Context: an optimization exercise on an open-source flow, tuned for small area. The choices shown serve that exercise and are no tape-out recipe. The RTL was checked by simulation tests, not by an equivalence proof against the original design. Power figures rest on the tool's default switching activity, not on a simulated workload.

--- flow/constraint.sdc ---
create_clock -name core_clock -period 5.0 [get_ports {i_clk}]
set_input_delay 1.0000 -clock core_clock [delete_from_list [all_inputs] [get_ports {i_clk}]]
set_output_delay 1.0000 -clock core_clock [all_outputs]
set_load 0.01 [all_outputs]
--- flow/run.sh ---
#!/bin/bash
# synth_recipe.tcl (not shown) runs the flow's synth.tcl, then flattens the netlist and writes it again
# the make line also repeats each setting of config.mk as NAME=value (left out here)
make -C /OpenROAD-flow-scripts/flow DESIGN_CONFIG=/design/flow/config.mk WORK_HOME=/design/flow/orfs CLKGATE_MAP_FILE= SYNTH_SCRIPT=/design/flow/synth_recipe.tcl finish
--- flow/design.v ---
`timescale 1ns/1ps
`default_nettype none
package csr_isa_pkg;
    localparam int XLEN = 32;
    typedef enum logic [1:0] {
        PRIV_USER    = 2'b00,
        PRIV_MACHINE = 2'b11
    } priv_t;
    typedef enum logic [2:0] {
        SYS_NONE,
        SYS_ECALL,
        SYS_EBREAK,
        SYS_MRET,
        SYS_CSR_SWAP,
        SYS_CSR_SET,
        SYS_CSR_CLEAR
    } sys_op_t;
    localparam logic [4:0] CAUSE_EBREAK  = 5'd3;
    localparam logic [4:0] CAUSE_ECALL_U = 5'd8;
    localparam logic [4:0] CAUSE_ECALL_M = 5'd11;
    localparam logic [4:0] INT_MSI = 5'd3;
    localparam logic [4:0] INT_MTI = 5'd7;
    localparam logic [4:0] INT_MEI = 5'd11;
    localparam logic [4:0] EXC_MARK_SYS = 5'd24;   
    localparam logic [4:0] EXC_MARK_INT = 5'd25;   
    localparam logic [11:0] CSR_MSTATUS  = 12'h300;
    localparam logic [11:0] CSR_MISA     = 12'h301;
    localparam logic [11:0] CSR_MIE      = 12'h304;
    localparam logic [11:0] CSR_MTVEC    = 12'h305;
    localparam logic [11:0] CSR_MSCRATCH = 12'h340;
    localparam logic [11:0] CSR_MEPC     = 12'h341;
    localparam logic [11:0] CSR_MCAUSE   = 12'h342;
    localparam logic [11:0] CSR_MTVAL    = 12'h343;
    localparam logic [11:0] CSR_MIP      = 12'h344;
    localparam logic [11:0] CSR_MCYCLE   = 12'hb00;
    localparam logic [11:0] CSR_MCYCLEH  = 12'hb80;
    localparam logic [11:0] CSR_CYCLE    = 12'hc00;
    localparam logic [11:0] CSR_CYCLEH   = 12'hc80;
    localparam logic [11:0] CSR_MHARTID  = 12'hf14;
    localparam int MIE_BIT  = 3;
    localparam int MPIE_BIT = 7;
    localparam int MPP_LO   = 11;   
    localparam logic [XLEN-1:0] MISA_VALUE  = 32'h4000_1105;
    localparam logic [XLEN-1:0] MIP_SW_MASK = 32'h0000_0888;   
    typedef struct packed {
        logic                              valid;
        logic [XLEN-1:0]      pc;
        logic                              except_valid;
        logic [4:0]                        except_code;
        logic [XLEN-1:0]      tval;
        sys_op_t              sys_op;
        logic [11:0]                       csr_addr;
    } stage_in_t;
    typedef enum logic [2:0] {
        EV_NONE,
        EV_EXCEPT,
        EV_INT,
        EV_ECALL,
        EV_EBREAK,
        EV_MRET,
        EV_CSR,
        EV_OTHER_TRAP
    } event_kind_t;
    typedef struct packed {
        logic                              valid;
        event_kind_t                       kind;
        logic [XLEN-1:0]      pc;
        logic [4:0]                        code;
        logic [XLEN-1:0]      tval;
        logic [11:0]                       csr_addr;
        sys_op_t              op;
    } sys_event_t;
    typedef struct packed {
        logic                              valid;
        logic [XLEN-1:0]      pc;
        logic                              redirect;   
    } wb_out_t;
endpackage
`default_nettype wire
`timescale 1ns/1ps
`default_nettype none
import csr_isa_pkg::*;
module sys_event_decode (
    input  wire csr_isa_pkg::stage_in_t  i_instr,
    output csr_isa_pkg::sys_event_t      o_event
);
    csr_isa_pkg::event_kind_t kind;
    always_comb begin
        kind = EV_NONE;   
        if (i_instr.valid && i_instr.except_valid) begin
            if (i_instr.except_code == EXC_MARK_INT) begin
                kind = EV_INT;
            end else if (i_instr.except_code == EXC_MARK_SYS) begin
                case (i_instr.sys_op)
                    SYS_ECALL:     kind = EV_ECALL;
                    SYS_EBREAK:    kind = EV_EBREAK;
                    SYS_MRET:      kind = EV_MRET;
                    SYS_CSR_SWAP,
                    SYS_CSR_SET,
                    SYS_CSR_CLEAR: kind = EV_CSR;
                    SYS_NONE:      kind = EV_OTHER_TRAP;
                    default:       kind = EV_OTHER_TRAP;
                endcase
            end else begin
                kind = EV_EXCEPT;   
            end
        end
    end
    assign o_event.valid    = i_instr.valid;
    assign o_event.kind     = kind;
    assign o_event.pc       = i_instr.pc;
    assign o_event.code     = i_instr.except_code;
    assign o_event.tval     = i_instr.tval;
    assign o_event.csr_addr = i_instr.csr_addr;
    assign o_event.op       = i_instr.sys_op;
endmodule
`default_nettype wire
`timescale 1ns/1ps
`default_nettype none
import csr_isa_pkg::*;
module machine_csr_file (
    input  wire logic                          i_clk,
    input  wire logic                          i_rst_n,
    input  wire logic                          i_flush,
    input  wire csr_isa_pkg::sys_event_t      i_event,
    input  wire logic [csr_isa_pkg::XLEN-1:0]  i_data,
    input  wire logic                          i_int_ext,
    input  wire logic                          i_int_timer,
    input  wire logic                          i_int_soft,
    output logic                               o_redirect,
    output logic [csr_isa_pkg::XLEN-1:0]       o_result,
    output csr_isa_pkg::priv_t                 o_priv,
    output logic [csr_isa_pkg::XLEN-1:0]       o_status,
    output logic [11:0]                        o_intp,
    output logic [11:0]                        o_inte
);
    csr_isa_pkg::priv_t            priv;
    logic [XLEN-1:0]  mstatus;
    logic [XLEN-1:0]  mie;
    logic [XLEN-1:0]  mip_sw;
    logic [XLEN-1:0]  mtvec;
    logic [XLEN-1:0]  mscratch;
    logic [XLEN-1:0]  mepc;
    logic [XLEN-1:0]  mcause;
    logic [XLEN-1:0]  mtval;
    logic [63:0]      cycle_cnt;
    logic [XLEN-1:0]  mip;
    logic [XLEN-1:0]  int_ready;
    logic [4:0]       int_code;
    logic             is_trap;
    logic             is_csr;
    logic [XLEN-1:0]  csr_old;
    logic [XLEN-1:0]  csr_new;
    logic [XLEN-1:0]  trap_cause;
    logic [XLEN-1:0]  trap_tval;
    logic [XLEN-1:0]  trap_status;
    function automatic logic [XLEN-1:0] status_wr(input logic [XLEN-1:0] v);
        logic [XLEN-1:0] s;
        s = '0;
        s[MIE_BIT]      = v[MIE_BIT];
        s[MPIE_BIT]     = v[MPIE_BIT];
        s[MPP_LO +: 2]  = (v[MPP_LO +: 2] != 2'b00) ? PRIV_MACHINE : PRIV_USER;
        status_wr = s;
    endfunction
    assign mip       = mip_sw | {20'b0, i_int_ext, 3'b0, i_int_timer, 3'b0, i_int_soft, 3'b0};
    assign int_ready = mip & mie;
    assign is_trap   = (i_event.kind == EV_EXCEPT) || (i_event.kind == EV_INT) ||
                       (i_event.kind == EV_ECALL) || (i_event.kind == EV_EBREAK);
    assign is_csr    = (i_event.kind == EV_CSR);
    always_comb begin   
        if (int_ready[INT_MEI]) begin
            int_code = INT_MEI;
        end else if (int_ready[INT_MSI]) begin
            int_code = INT_MSI;
        end else if (int_ready[INT_MTI]) begin
            int_code = INT_MTI;
        end else begin
            int_code = 5'd0;
        end
    end
    always_comb begin
        trap_tval = '0;
        case (i_event.kind)
            EV_EXCEPT: begin
                trap_cause = {{(XLEN-5){1'b0}}, i_event.code};
                trap_tval  = i_event.tval;
            end
            EV_ECALL: begin
                trap_cause = {{(XLEN-5){1'b0}},
                              (priv == PRIV_USER) ? CAUSE_ECALL_U : CAUSE_ECALL_M};
            end
            EV_EBREAK: begin
                trap_cause = {{(XLEN-5){1'b0}}, CAUSE_EBREAK};
                trap_tval  = i_event.pc;
            end
            default: trap_cause = {1'b1, {(XLEN-6){1'b0}}, int_code};   
        endcase
        trap_status                 = mstatus;
        trap_status[MPP_LO +: 2]    = priv;
        trap_status[MPIE_BIT]       = mstatus[MIE_BIT];
        trap_status[MIE_BIT]        = 1'b0;
    end
    always_comb begin
        case (i_event.csr_addr)
            CSR_MSTATUS:  csr_old = mstatus;
            CSR_MISA:     csr_old = MISA_VALUE;
            CSR_MIE:      csr_old = mie;
            CSR_MTVEC:    csr_old = mtvec;
            CSR_MSCRATCH: csr_old = mscratch;
            CSR_MEPC:     csr_old = mepc;
            CSR_MCAUSE:   csr_old = mcause;
            CSR_MTVAL:    csr_old = mtval;
            CSR_MIP:      csr_old = mip;   
            CSR_MCYCLE:   csr_old = cycle_cnt[31:0];
            CSR_MCYCLEH:  csr_old = cycle_cnt[63:32];
            CSR_CYCLE:    csr_old = cycle_cnt[31:0];
            CSR_CYCLEH:   csr_old = cycle_cnt[63:32];
            CSR_MHARTID:  csr_old = '0;
            default:      csr_old = '0;
        endcase
        case (i_event.op)
            SYS_CSR_SWAP:  csr_new = i_data;
            SYS_CSR_SET:   csr_new = csr_old | i_data;
            SYS_CSR_CLEAR: csr_new = csr_old & ~i_data;
            default:       csr_new = csr_old;
        endcase
    end
    always_comb begin
        o_redirect = 1'b0;
        o_result   = i_data;   
        if (is_trap) begin
            o_redirect = 1'b1;
            o_result   = mtvec;
        end else if (i_event.kind == EV_MRET) begin
            o_redirect = 1'b1;
            o_result   = {mepc[XLEN-1:1], 1'b0};
        end else if (is_csr) begin
            o_result = csr_old;
        end
    end
    always_ff @(posedge i_clk) begin
        if (!i_rst_n) begin
            priv     <= PRIV_MACHINE;
            mstatus  <= '0;
            mie      <= '0;
            mip_sw   <= '0;
            mtvec    <= '0;
            mscratch <= '0;
            mepc     <= '0;
            mcause   <= '0;
            mtval    <= '0;
        end else if (!i_flush) begin
            if (is_trap) begin
                mepc    <= i_event.pc;
                mcause  <= trap_cause;
                mtval   <= trap_tval;
                mstatus <= trap_status;
                priv    <= PRIV_MACHINE;
            end else if (i_event.kind == EV_MRET) begin
                mstatus[MIE_BIT] <= mstatus[MPIE_BIT];
                priv             <= csr_isa_pkg::priv_t'(mstatus[MPP_LO +: 2]);
            end else if (is_csr) begin
                case (i_event.csr_addr)
                    CSR_MSTATUS:  mstatus  <= status_wr(csr_new);
                    CSR_MIE:      mie      <= csr_new;
                    CSR_MTVEC:    mtvec    <= csr_new;
                    CSR_MSCRATCH: mscratch <= csr_new;
                    CSR_MEPC:     mepc     <= csr_new;
                    CSR_MCAUSE:   mcause   <= csr_new;
                    CSR_MTVAL:    mtval    <= csr_new;
                    CSR_MIP:      mip_sw   <= csr_new & MIP_SW_MASK;
                    default:      ;   
                endcase
            end
        end
    end
    always_ff @(posedge i_clk) begin
        if (!i_rst_n) begin
            cycle_cnt <= '0;
        end else begin
            cycle_cnt <= cycle_cnt + 64'd1;   
            if (!i_flush && is_csr) begin   
                if (i_event.csr_addr == CSR_MCYCLE) begin
                    cycle_cnt[31:0] <= csr_new;
                end else if (i_event.csr_addr == CSR_MCYCLEH) begin
                    cycle_cnt[63:32] <= csr_new;
                end
            end
        end
    end
    assign o_priv   = priv;
    assign o_status = mstatus;
    assign o_intp   = mip[11:0];
    assign o_inte   = mie[11:0];
endmodule
`default_nettype wire
`timescale 1ns/1ps
`default_nettype none
import csr_isa_pkg::*;
module wb_stage_reg (
    input  wire logic                          i_clk,
    input  wire logic                          i_rst_n,
    input  wire logic                          i_flush,
    input  wire csr_isa_pkg::sys_event_t      i_event,
    input  wire logic                          i_redirect,
    input  wire logic [csr_isa_pkg::XLEN-1:0]  i_result,
    output csr_isa_pkg::wb_out_t              o_wb,
    output logic [csr_isa_pkg::XLEN-1:0]       o_data
);
    logic             valid_q;
    logic             redirect_q;
    logic [XLEN-1:0]  pc_q;
    logic [XLEN-1:0]  data_q;
    always_ff @(posedge i_clk) begin
        if (!i_rst_n || i_flush) begin
            valid_q    <= 1'b0;
            redirect_q <= 1'b0;
        end else begin
            valid_q    <= i_event.valid;   
            redirect_q <= i_redirect;
        end
    end
    always_ff @(posedge i_clk) begin
        pc_q   <= i_event.pc;
        data_q <= i_result;   
    end
    assign o_wb.valid    = valid_q;
    assign o_wb.pc       = pc_q;
    assign o_wb.redirect = redirect_q;
    assign o_data = data_q;
endmodule
`default_nettype wire
`timescale 1ns/1ps
`default_nettype none
import csr_isa_pkg::*;
module csr_unit (
    input  wire logic                          i_clk,
    input  wire logic                          i_rst_n,
    input  wire csr_isa_pkg::stage_in_t       i_instr,
    input  wire logic [csr_isa_pkg::XLEN-1:0]  i_data,    
    input  wire logic                          i_flush,
    input  wire logic                          i_int_ext,
    input  wire logic                          i_int_timer,
    input  wire logic                          i_int_soft,
    output csr_isa_pkg::wb_out_t              o_wb,
    output logic [csr_isa_pkg::XLEN-1:0]       o_data,
    output csr_isa_pkg::priv_t                 o_priv,
    output logic [csr_isa_pkg::XLEN-1:0]       o_status,
    output logic [11:0]                        o_intp,
    output logic [11:0]                        o_inte
);
    csr_isa_pkg::sys_event_t       sys_event;
    logic             redirect;
    logic [XLEN-1:0]  result;
    sys_event_decode u_decode (
        .i_instr (i_instr),
        .o_event (sys_event)
    );
    machine_csr_file u_csr_file (
        .i_clk       (i_clk),
        .i_rst_n     (i_rst_n),
        .i_flush     (i_flush),
        .i_event     (sys_event),
        .i_data      (i_data),
        .i_int_ext   (i_int_ext),
        .i_int_timer (i_int_timer),
        .i_int_soft  (i_int_soft),
        .o_redirect  (redirect),
        .o_result    (result),
        .o_priv      (o_priv),
        .o_status    (o_status),
        .o_intp      (o_intp),
        .o_inte      (o_inte)
    );
    wb_stage_reg u_wb_reg (
        .i_clk      (i_clk),
        .i_rst_n    (i_rst_n),
        .i_flush    (i_flush),
        .i_event    (sys_event),
        .i_redirect (redirect),
        .i_result   (result),
        .o_wb       (o_wb),
        .o_data     (o_data)
    );
endmodule
`default_nettype wire
`timescale 1ns/1ps
`default_nettype none
module csr_top (
    input  wire logic         i_clk,
    input  wire logic         i_rst_n,
    input  wire logic         i_valid,
    input  wire logic [31:0]  i_pc,
    input  wire logic         i_except_valid,
    input  wire logic [4:0]   i_except_code,
    input  wire logic [31:0]  i_tval,
    input  wire logic [2:0]   i_sys_op,
    input  wire logic [11:0]  i_csr_addr,
    input  wire logic [31:0]  i_data,
    input  wire logic         i_flush,
    input  wire logic         i_int_ext,
    input  wire logic         i_int_timer,
    input  wire logic         i_int_soft,
    output logic              o_wb_valid,
    output logic [31:0]       o_wb_pc,
    output logic              o_wb_redirect,
    output logic [31:0]       o_data,
    output logic [1:0]        o_priv,
    output logic [31:0]       o_status,
    output logic [11:0]       o_intp,
    output logic [11:0]       o_inte
);
    csr_isa_pkg::stage_in_t  instr;
    csr_isa_pkg::wb_out_t    wb;
    csr_isa_pkg::priv_t      priv;
    assign instr.valid        = i_valid;
    assign instr.pc           = i_pc;
    assign instr.except_valid = i_except_valid;
    assign instr.except_code  = i_except_code;
    assign instr.tval         = i_tval;
    assign instr.sys_op       = csr_isa_pkg::sys_op_t'(i_sys_op);
    assign instr.csr_addr     = i_csr_addr;
    csr_unit u_csr_unit (
        .i_clk       (i_clk),
        .i_rst_n     (i_rst_n),
        .i_instr     (instr),
        .i_data      (i_data),
        .i_flush     (i_flush),
        .i_int_ext   (i_int_ext),
        .i_int_timer (i_int_timer),
        .i_int_soft  (i_int_soft),
        .o_wb        (wb),
        .o_data      (o_data),
        .o_priv      (priv),
        .o_status    (o_status),
        .o_intp      (o_intp),
        .o_inte      (o_inte)
    );
    assign o_wb_valid    = wb.valid;
    assign o_wb_pc       = wb.pc;
    assign o_wb_redirect = wb.redirect;
    assign o_priv        = priv;
endmodule
`default_nettype wire
--- flow/config.mk ---
export PLATFORM = sky130hd
export DESIGN_NAME = csr_top
export DESIGN_NICKNAME = csr_top
export VERILOG_FILES = /design/flow/design.v
export SDC_FILE = /design/flow/constraint.sdc
export NUM_CORES = 4
export LEC_CHECK = 0
export CAP_MARGIN = 20
export CORE_MARGIN = 2
export CORE_UTILIZATION = 40
export SLEW_MARGIN = 20
==> run notes <==
critical path: stages:
cell and delay [ns]:
clkdlybuf4s50_1 0.56, nor3b_1 0.72, and4_1 0.86, nand3_1 0.33
a21boi_4 0.50, nand3_1 0.38, o21ai_0 0.30
Yosys cell counts, drive strengths merged, types with 16 or more instances:
library cell	count
a211oi	36
a21oi	153
a222oi	21
a22oi	87
a31oi	33
buf	96
clkbuf	110
dfxtp	331
mux2	54
mux2i	46
nand2	119
nand3	99
nand4	20
nor2	164
nor3	53
nor4	16
o21a	22
o21ai	219
o221ai	17
o22ai	21
xnor2	34
xor2	29
power by group through the flow:
stage	registers, mW	logic [mW]	clock network, mW
after floorplan	2.79	0.281	0
after global placement	2.78	0.616	0
after detailed placement	2.78	0.619	0
after CTS	2.73	0.622	2.99
after global routing	2.73	0.664	3.09
final	2.73	0.635	2.96
cells by family after synthesis:
kind of cell	after synthesis
compound gates	684
simple gates	555
flops	331
buf+inv	222
mux	101
xor+xnor	63
fa+ha+maj	1
other cells	1
final cells by class:
class | instances | area (um^2)
well taps | 532 | 666
inverters | 16 | 60.1
clock inverters | 17 | 259
flip-flops and latches | 331 | 6630
repair buffers | 298 | 2830
fillers | 3867 | 20300
clock buffers | 50 | 1040
multi-input cells | 1441 | 9060
registers in the layout, summed over array words and instances, names as in the netlist:
name and count:
u_csr_unit.u_wb_reg.data_q 32, u_csr_unit.u_csr_file.mie 32, u_csr_unit.u_wb_reg.pc_q 32, u_csr_unit.u_csr_file.mcause 32, u_csr_unit.u_csr_file.mip_sw 3, u_csr_unit.u_wb_reg.redirect_q 1
u_csr_unit.u_csr_file.mtval 32, u_csr_unit.u_csr_file.priv 2, u_csr_unit.u_csr_file.mepc 32, u_csr_unit.u_csr_file.mscratch 32, u_csr_unit.u_csr_file.cycle_cnt 64, u_csr_unit.u_wb_reg.valid_q 1
u_csr_unit.u_csr_file.mstatus 4, u_csr_unit.u_csr_file.mtvec 32
per-layer routing:
metal	up-vias	global-route usage, %
li1	7526	-
met1	8074	42.9
met2	982	44.7
met3	150	8.29
met4	0	10.4
met5	-	0
per-stage QoR:
step | instance area, um^2 | instances
after global routing | 20500 | 2685
after CTS | 20500 | 2685
after floorplan | 16700 | 1994
after global placement | 19200 | 2618
after detailed placement | 19200 | 2618
final | 20500 | 2685
layout by cell type (no fill, tap or decap), types with 8 or more instances in the layout:
master           Yosys  routed
dfxtp_1            331     331
o21ai_0            209     208
clkdlybuf4s50_1      0     207
nor2_1             164     161
a21oi_1            151     151
nand2_1            118     118
nand3_1             99      99
a22oi_1             85      85
buf_4               54      83
mux2_2              54      54
nor3_1              53      51
mux2i_1             46      46
clkbuf_16            0      38
conb_1               1      37
xnor2_1             34      34
a31oi_1             32      32
a211oi_1            31      31
xor2_1              29      29
o21a_1              22      22
a222oi_1            21      21
o22ai_1             21      21
nand4_1             20      20
o221ai_1            17      17
inv_1               14      14
and4_1              13      13
and3_1              11      11
o211ai_1            10      10
and2_1               8       8
a221o_1              8       8
nor4_1               9       8
a2bb2oi_1            8       8
clkbuf_1           110       8
worst paths after layout:
kind / startpoint / to / slack [ns] / cells after the start
max reg2reg: u_csr_unit.u_csr_file.cycle_cnt[0] / u_csr_unit.u_csr_file.cycle_cnt[52] / 1.74 / 8
max: i_csr_addr[1] / u_csr_unit.u_csr_file.mtval[15] / 0.82 / 7
min reg2reg: u_csr_unit.u_csr_file.mcause[22] / u_csr_unit.u_csr_file.mcause[22] / 0.46 / 2
min: u_csr_unit.u_csr_file.mcause[22] / u_csr_unit.u_csr_file.mcause[22] / 0.46 / 2
==> results.json <==
{
  "status": "finished clean",
  "p_sw_mw": 1.59,
  "nets": 2251,
  "routed_via_density": 6.23,
  "coreArea_mm2": 0.0408,
  "grt_max_degree": 84,
  "netlist.area_leader.share_pct": 40.1,
  "hold_viol_final": 0,
  "timing.hold.ws_ns": 0.460,
  "fin_total_pwr_mw": 6.32,
  "timing.final.crit_share_pct": 83.6,
  "finalMaxSlewViolations": 0,
  "cts-resized-gates": 0,
  "gp_congestion": 0.984,
  "yosys.area_share.xor_xnor_pct": 3.34,
  "antenna_cells": 0,
  "p_per_area_mw_per_mm2": 308,
  "fin_skew_ns": 0.0188,
  "wl_met1_um": 29100,
  "grt_pass1_wl_um": 101000,
  "drcViolationCount": 0,
  "synth-main-ff-cell": "dfxtp_1",
  "cts_sinks": 331,
  "vias": 16700,
  "highest_layer": "met4",
  "start_kind": "input pin",
  "clk_pin_slew_ns": 0.06,
  "p_clk_share_pct": 46.8,
  "synth_edf_count": 0,
  "ys_async_sr_fraction_pct": 0,
  "crit_required_ns": 5.49,
  "ant_nets": 0,
  "seq_power_share_pct": 43.1,
  "numPortBuffers": 210,
  "syn_to_final_growth_pct": 24.2,
  "crit_path_end_kind": "flip-flop",
  "synthesis.area_mm2": 0.0165,
  "rows": 74,
  "relSlewSlack_pct": 27.1,
  "root_buffer": "clkbuf_16",
  "post_cts_buffers": 0,
  "setup_slack_ns": 0.818,
  "ios": 248,
  "synth.avg_cell_area_um2": 8.44,
  "drv_cap": 0,
  "wl_met2_um": 28800,
  "synthCells": 1958,
  "synth_seq_cells": 331,
  "synth_mux_area_share_pct": 6.60,
  "synthAdderAreaFrac_pct": 0.0757,
  "crit_fanout": 13,
  "cts_buffers": 38,
  "setup_violations": 0,
  "netlist-cell-type-count": 88,
  "seq_area_frac_synth_pct": 40.1,
  "p_sw_share_pct": 25.1,
  "yosys_warnings": 3,
  "p_int_mw": 4.73,
  "die-area_mm2": 0.0430,
  "crit_arrival_ns": 4.67,
  "clk_latency_ns": 0.58,
  "drt_iter0_drc": 2268,
  "final_core_util_pct": 50.3,
  "synthSimpleGateAreaFrac_pct": 16.8,
  "dr.pass1.iters": 9,
  "post-route-min-period_ns": 4.18,
  "hp-class": "flip-flop to flip-flop",
  "dp_slack_ns": 0.378,
  "yosys.area.top_type": "dfxtp_1",
  "overflow": 0,
  "synth_top_family_by_area": "compound AO/OA/AOI/OAI gates",
  "cts_tree": "done",
  "finalSetupTns_ns": 0,
  "drt_wl_total_um": 67900,
  "peakVddDrop_uv": 204,
  "ctsHoldBuffers": 0,
  "dp_hpwl_um": 48900,
  "avgRoutedWirePerCell_um": 25.3,
  "synth_compound_area_share_pct": 26.5,
  "drive_gt1_share_pct": 12.1,
  "comb_power_share_pct": 10.0,
  "htreeDepth": 2,
  "tightestPinTransition_ns": 1.09,
  "start_util_pct": 40.5,
  "p_leak_nw": 7.26,
  "die_h_um": 207,
  "grt_usage_pct": 30.5,
  "synthTopCellsByArea": "dfxtp_1 (40%), o21ai_0 (6.3%), a21oi_1 (4.6%)",
  "worst-setup-path-type": "input pin to flip-flop",
  "clk_path_buf_depth": 3,
  "antenna_found_initial": 0,
  "wl_met3_um": 7590,
  "rsz0062_at_grt": "false",
  "grt_pass1_vias": 15900,
  "max_freq_mhz": 239,
  "dieWidth_um": 207
}

-- separate check: timing with driven ports --
No port has a modelled driver above. Below, the same layout with a new extraction and two added sets of constraints.
Step 1 (the two cells are an assumption about what drives the block):
set clk [get_ports {i_clk}]
set_driving_cell -lib_cell sky130_fd_sc_hd__clkbuf_16 $clk
set_driving_cell -lib_cell sky130_fd_sc_hd__buf_2 [delete_from_list [all_inputs] $clk]
Step 2, shift: input delay + t, output delay - t, t = (earliest + latest rising clock arrival at the registers) / 2. This alone moves slack from input paths to output paths.
a / b / c = ideal ports / drivers / drivers and shift; a / b = the first two.
t, ns: 0.619
setup slack, ns: 0.818 / 0.846 / 0.227
worst setup path at the end: input to register
worst slew at a driven data input, ns: 0.07
cell pins on the clock port's net: 1
After both steps setup and hold are still met in this run. For this run, drivers alone change the setup slack by +0.028 ns; drivers and shift together by -0.591 ns.
